Source: an optimization exercise on an open RTL-to-GDS flow (aim: small area, a short achievable clock period and few clock cycles per item). Production flows keep margins and buffers that such runs may drop.
Function was checked by simulation only, so behaviour that the tests miss may differ from the original.
Power figures rest on the tool's default switching activity, not on a simulated workload.

main:
Design fc_layer_top, start of the top module:
module fc_layer_top #(
   parameter int n_inputs = fc_layer_pkg::N_INPUTS,
   parameter int n_lanes  = fc_layer_pkg::N_LANES,
   parameter int data_w   = fc_layer_pkg::DATA_W,
   parameter bit relu_en  = 1'b1
) (
   input  logic                clk,
   input  logic                reset,
   input  logic                input_valid,
   output logic                input_ready,
   input  fc_layer_pkg::data_t input_data,
   output logic                output_valid,
   input  logic                output_ready,
   output fc_layer_pkg::data_t output_data
);
   logic [7:0][15:0] xs;         
   logic [7:0]       slot_par;   
   logic [7:0]       free;       
   logic [7:0]       rd15;       
   logic [7:0]       writable;
   logic [2:0]       wcnt;       
   logic             wpar;       
   logic             h_valid;    
   logic [15:0]      h_data;
   logic             wr_go;
   logic [15:0]      wr_data;
   logic [3:0]       l_inj;      
   logic             p_inj;      
   logic [7:0]       w8_inj;     
   logic             is15_inj;   
   logic             fire_inj;
   logic [7:0]       bv;
   logic [7:0][3:0]  btag;
   logic [7:0]       bpar;
   logic [7:0]       bis15;
   logic [7:0][7:0]  bw8;        
   logic [7:0][16:0] bu, bvv;    
   logic [7:0][15:0] bs;         
   logic [7:0]       wt;         
   logic [7:0]       blk;        
   logic [7:0]       fire;
   logic [7:0][16:0] pu, pv;     
   logic [7:0][7:0]  w8_next;    
   logic [7:0][15:0] s_new;      
   logic             kv;         
   logic [15:0]      kd;
   logic             ov;
   logic [15:0]      od;
   logic             o_free;
   assign input_ready = ~h_valid;
   always_comb begin
      for (int j = 0; j < 7; j++) wt[j] = bv[j] & (bpar[j] ^ slot_par[j+1]);
      wt[7] = 1'b0;
      blk[7] = kv;
      for (int j = 6; j >= 0; j--) blk[j] = blk[j+1] | wt[j+1];
      for (int j = 0; j < 8; j++) fire[j] = bv[j] & ~wt[j] & ~blk[j];
      fire_inj = ~(slot_par[0] ^ p_inj) & ~(blk[0] | wt[0]);
      rd15[0] = fire_inj & (l_inj == 4'd15);
  ...
==> flow/config.mk <==
export PLATFORM = sky130hd
export DESIGN_NAME = fc_layer_top
export DESIGN_NICKNAME = fc_layer_top
export VERILOG_FILES = /design/flow/design.v
export SDC_FILE = /design/flow/constraint.sdc
export NUM_CORES = 4
export LEC_CHECK = 0
export ABC_AREA = 1
export CAP_MARGIN = 20
export CORE_MARGIN = 2
export CORE_UTILIZATION = 55
export CTS_CLUSTER_DIAMETER = 100
export CTS_CLUSTER_SIZE = 30
export PLACE_DENSITY = 0.7
export SLEW_MARGIN = 20
==> flow/constraint.sdc <==
create_clock -name core_clock -period 12.0 [get_ports {clk}]
set_input_delay 2.4000 -clock core_clock [delete_from_list [all_inputs] [get_ports {clk}]]
set_output_delay 2.4000 -clock core_clock [all_outputs]
set_load 0.01 [all_outputs]
standard.sh (not shown) runs the stock make flow with config.mk's settings and CLKGATE_MAP_FILE= SYNTH_SCRIPT=/design/flow/synth_recipe.tcl, a recipe that flattens the netlist after the stock synthesis.
==> flow/flow/run.sh <==
#!/bin/bash
set -euo pipefail
export SETUP_SLACK_MARGIN=8.3
bash standard.sh > standard_flow.log 2>&1
main was carried through to the last stage, and its layout satisfied the timing, design-rule and antenna checks.
Testbench counts of main, summed over its fixed seeds: cycles 3,160, items 192.
## Diff of input files: the feature branch against main
- a deleted CTS_CLUSTER_DIAMETER that had been 100
- a change of PLACE_DENSITY from 0.7 to 0.6
- a deleted CTS_CLUSTER_SIZE that had been 30
- an added ABC_CLOCK_PERIOD_IN_PS of 4000
- a deleted ABC_AREA that had been 1
- a change of CORE_UTILIZATION from 55 to 40
--- a/flow/flow/run.sh
+++ b/flow/flow/run.sh
@@ -3 +3 @@
-export SETUP_SLACK_MARGIN=8.3
+export SETUP_SLACK_MARGIN=8
The feature branch against main: share of the clock period used by the worst path after layout went up by 1.8 points; number of inserted diodes went up by 1; final instance area went up by about 8%.
When the feature branch is measured against main, its share of synthesized cell area in and, or, nand and nor gates turns out 0.74 points lower.
Going from main to the feature branch, total power shrank by more than 10%.
The feature branch vs main: number of cells on the worst hold path down
Compared with main, the feature branch shows a proportion of power drawn by combinational gates that is 16 points lower.
Sort the feature branch and main by worst voltage drop across the vdd grid, ascending, and the feature branch comes first.

## run A
Starting RTL as in the previous note.
Settings: LEC_CHECK=0, ABC_CLOCK_PERIOD_IN_PS=4000, CAP_MARGIN=20, CORE_MARGIN=2, CORE_UTILIZATION=40, PLACE_DENSITY=0.6, SLEW_MARGIN=20; clock period 12.0 ns.
==> flow/flow/run.sh <==
#!/bin/bash
set -euo pipefail
export SETUP_SLACK_MARGIN=8.6
bash standard.sh > standard_flow.log 2>&1
Run A finished every step from synthesis to the final layout, and the layout passed the timing, design-rule and antenna checks.
Testbench counts of run A, summed over its fixed seeds: cycles 3,160, items 192.
diff inputs: run A => run B
Settings: ABC_CLOCK_PERIOD_IN_PS removed (was 4000); CORE_UTILIZATION changed from 40 to 55; PLACE_DENSITY changed from 0.6 to 0.7; ABC_AREA newly set to 1.
==> flow/flow/run.sh <==
#!/bin/bash
set -euo pipefail
export SETUP_SLACK_MARGIN=8.3
bash standard.sh > standard_flow.log 2>&1
- In summary, run B completed successfully, with a layout that passed the timing, design-rule and antenna checks.
- Run B: number of distinct standard cells referenced by the synthesized netlist lower than run A
- Run B vs run A — synthesized cell count climbed by a few percent
- Of run B and run A, run A shows the lower worst slack after detailed placement, with run B above it.
- Of the two candidates, run A has the worse final worst setup slack and run B the better one.
- Maximum fanout along the worst path: run B lower than run A
- The sequential share of layout area of run B is higher than that of run A.
- In the metrics for run B and run A, the one carrying the higher proportion of power drawn by combinational gates is run B.
- As far as worst reg2reg path depth is concerned, run B and run A perform about the same.
- Relative to run A, the mean post-synth cell area of run B is lower by 0.65 µm².
- Going from run A to run B, sequential cell area fraction in the yosys report went up by 1.6 points; clock buffer instance count of the final layout went down by 4.
### run B -> run C
Settings: setting ABC_CLOCK_PERIOD_IN_PS to 8000 for the first time; removing ABC_AREA (formerly 1).
==> flow/flow/run.sh <==
#!/bin/bash
set -euo pipefail
export SETUP_SLACK_MARGIN=8
bash standard.sh > standard_flow.log 2>&1
==> run summary <==
Run C vs. run B: post-route clock period utilization moved up; cell count after synthesis went down; shortest clock period the worst path allows after layout up 250 ps. Measured against each other, run B and run C differ in global-route usage, the higher figure coming from run B.
#### Input delta (run D over run C)
Settings: a change of PLACE_DENSITY from 0.7 to 0.8; a change of CORE_UTILIZATION from 55 to 65; a change of ABC_CLOCK_PERIOD_IN_PS from 8000 to 4000.
--- outcome ---
Count of non-filler cells in the finished layout, run C and run D: higher on run C
Going from run C to run D, the antenna diode count was found to have gone up by 2.
Going from run C to run D, via count of the first global-routing pass grew slightly.
Looking at setup slack of the critical path after layout, run D sits 60 ps lower than run C does.
Lower worst hold slack goes to run C over run D.
Taking run C as the reference point, the routed wire length of run D rises by 990 µm.
Going from run C to run D, internal power grew by a few percent.

fc_layer_top again, from the RTL that the note above started with.
==> flow/config.mk <==
export PLATFORM = sky130hd
export DESIGN_NAME = fc_layer_top
export DESIGN_NICKNAME = fc_layer_top
export VERILOG_FILES = /design/flow/design.v
export SDC_FILE = /design/flow/constraint.sdc
export NUM_CORES = 4
export LEC_CHECK = 0
export ABC_AREA = 1
export CAP_MARGIN = 20
export CORE_MARGIN = 2
export CORE_UTILIZATION = 55
export PLACE_DENSITY = 0.7
export SLEW_MARGIN = 20
==> flow/constraint.sdc <==
create_clock -name core_clock -period 12.0 [get_ports {clk}]
set_input_delay 2.4000 -clock core_clock [delete_from_list [all_inputs] [get_ports {clk}]]
set_output_delay 2.4000 -clock core_clock [all_outputs]
set_load 0.01 [all_outputs]
==> flow/flow/run.sh <==
#!/bin/bash
set -euo pipefail
export SETUP_SLACK_MARGIN=8
bash standard.sh > standard_flow.log 2>&1
The baseline produced a clean layout.
Testbench counts at the start, summed over its fixed seeds: cycles 3,160, items 192.
Rerun with:
--- a/flow/config.mk
+++ b/flow/config.mk
@@ -7,3 +7,3 @@
 export LEC_CHECK = 0
-export ABC_AREA = 1
+export ABC_CLOCK_PERIOD_IN_PS = 4000
 export CAP_MARGIN = 20
The new run passed the timing, design-rule and antenna checks.
Count of clock-buffer cells in the layout is lower by 17.
Setup slack improved by 0.0086 ns.
Via count rose by 3.4%.
Clock power falls by about 4%.
Critical path depth came out lower by 6.
Cell area is higher by about 6%.
Rerun with:
--- a/flow/config.mk
+++ b/flow/config.mk
@@ -7,3 +7,2 @@
 export LEC_CHECK = 0
-export ABC_CLOCK_PERIOD_IN_PS = 4000
 export CAP_MARGIN = 20
@@ -11,2 +10,3 @@
 export CORE_UTILIZATION = 55
+export CTS_BUF_LIST = sky130_fd_sc_hd__clkbuf_8
 export PLACE_DENSITY = 0.7
=> The new run finished with timing, DRC and antenna clean. Synthesized area is unchanged. Non-clock buffer count went up by 12. Clock skew went up by 0.038 ns. Final area stays flat. Utilization stays flat. Global-route usage stays flat. Flip-flop and latch count stays the same. Cell count went up by 1.1%. Worst setup slack gets better by 0.016 ns.
Rerun with:
==> flow/flow/run.sh (replaced) <==
#!/bin/bash
set -euo pipefail
export SETUP_SLACK_MARGIN=8.6
bash standard.sh > standard_flow.log 2>&1
--- a/flow/config.mk
+++ b/flow/config.mk
@@ -7,2 +7,3 @@
 export LEC_CHECK = 0
+export ABC_AREA = 1
 export CAP_MARGIN = 20
@@ -10,3 +11,2 @@
 export CORE_UTILIZATION = 55
-export CTS_BUF_LIST = sky130_fd_sc_hd__clkbuf_8
 export PLACE_DENSITY = 0.7
=> Combinational power climbs by 110%. Global-route usage came out higher by 0.89 points. Maximum frequency climbs by 6.4%. Setup slack gains 0.24 ns. Via count came out higher by 1.8%. Core utilization is higher by 5.0 points. Clock skew went down by 0.028 ns. Non-clock buffer count is higher by 187.

==> port drivers added, routing unchanged <==
Ports are ideal in the flow. The routed layouts listed here were re-timed in OpenROAD. Step 1 (the two cells are an assumption about what drives the block):
set clk [get_ports {clk}]
set_driving_cell -lib_cell sky130_fd_sc_hd__clkbuf_16 $clk
set_driving_cell -lib_cell sky130_fd_sc_hd__buf_2 [delete_from_list [all_inputs] $clk]
Step 2 also shifts input and output timing later by t, the mid clock arrival at the registers, as if the neighbouring blocks saw the same clock. a / b / c = no drivers / after step 1 / after step 2; a / b = the first two.
run | t (ns) | slack for setup (ns) | worst setup path at the end | pins driven straight from the clock port
main | 0.684 | 8.317 / 8.243 / 7.800 | input to register | 1
the feature branch | 0.750 | 8.099 / 8.097 / 7.705 | input to register | 1
run A | 0.752 | 8.160 / 8.160 / 7.998 | input to register | 1
run B | 0.720 | 8.315 / 8.242 / 7.774 | input to register | 1
run C | 0.727 | 8.065 / 7.997 / 7.412 | input to register | 1
run D | 0.736 | 8.005 / 7.980 / 7.472 | input to register | 1
the first run of note 3 | 0.716 | 8.056 / 8.000 / 7.390 | input to register | 1
the second run of note 3 | 0.727 | 8.065 / 7.997 / 7.412 | input to register | 1
the third run of note 3 | 0.861 | 8.081 / 8.017 / 7.449 | input to register | 1
the fourth run of note 3 | 0.724 | 8.318 / 8.245 / 7.882 | input to register | 1
After both steps setup and hold are still met in every run listed. The setup slack of the first run of note 3, which loses most, moves by -0.056 ns with the drivers and by -0.666 ns with both steps.
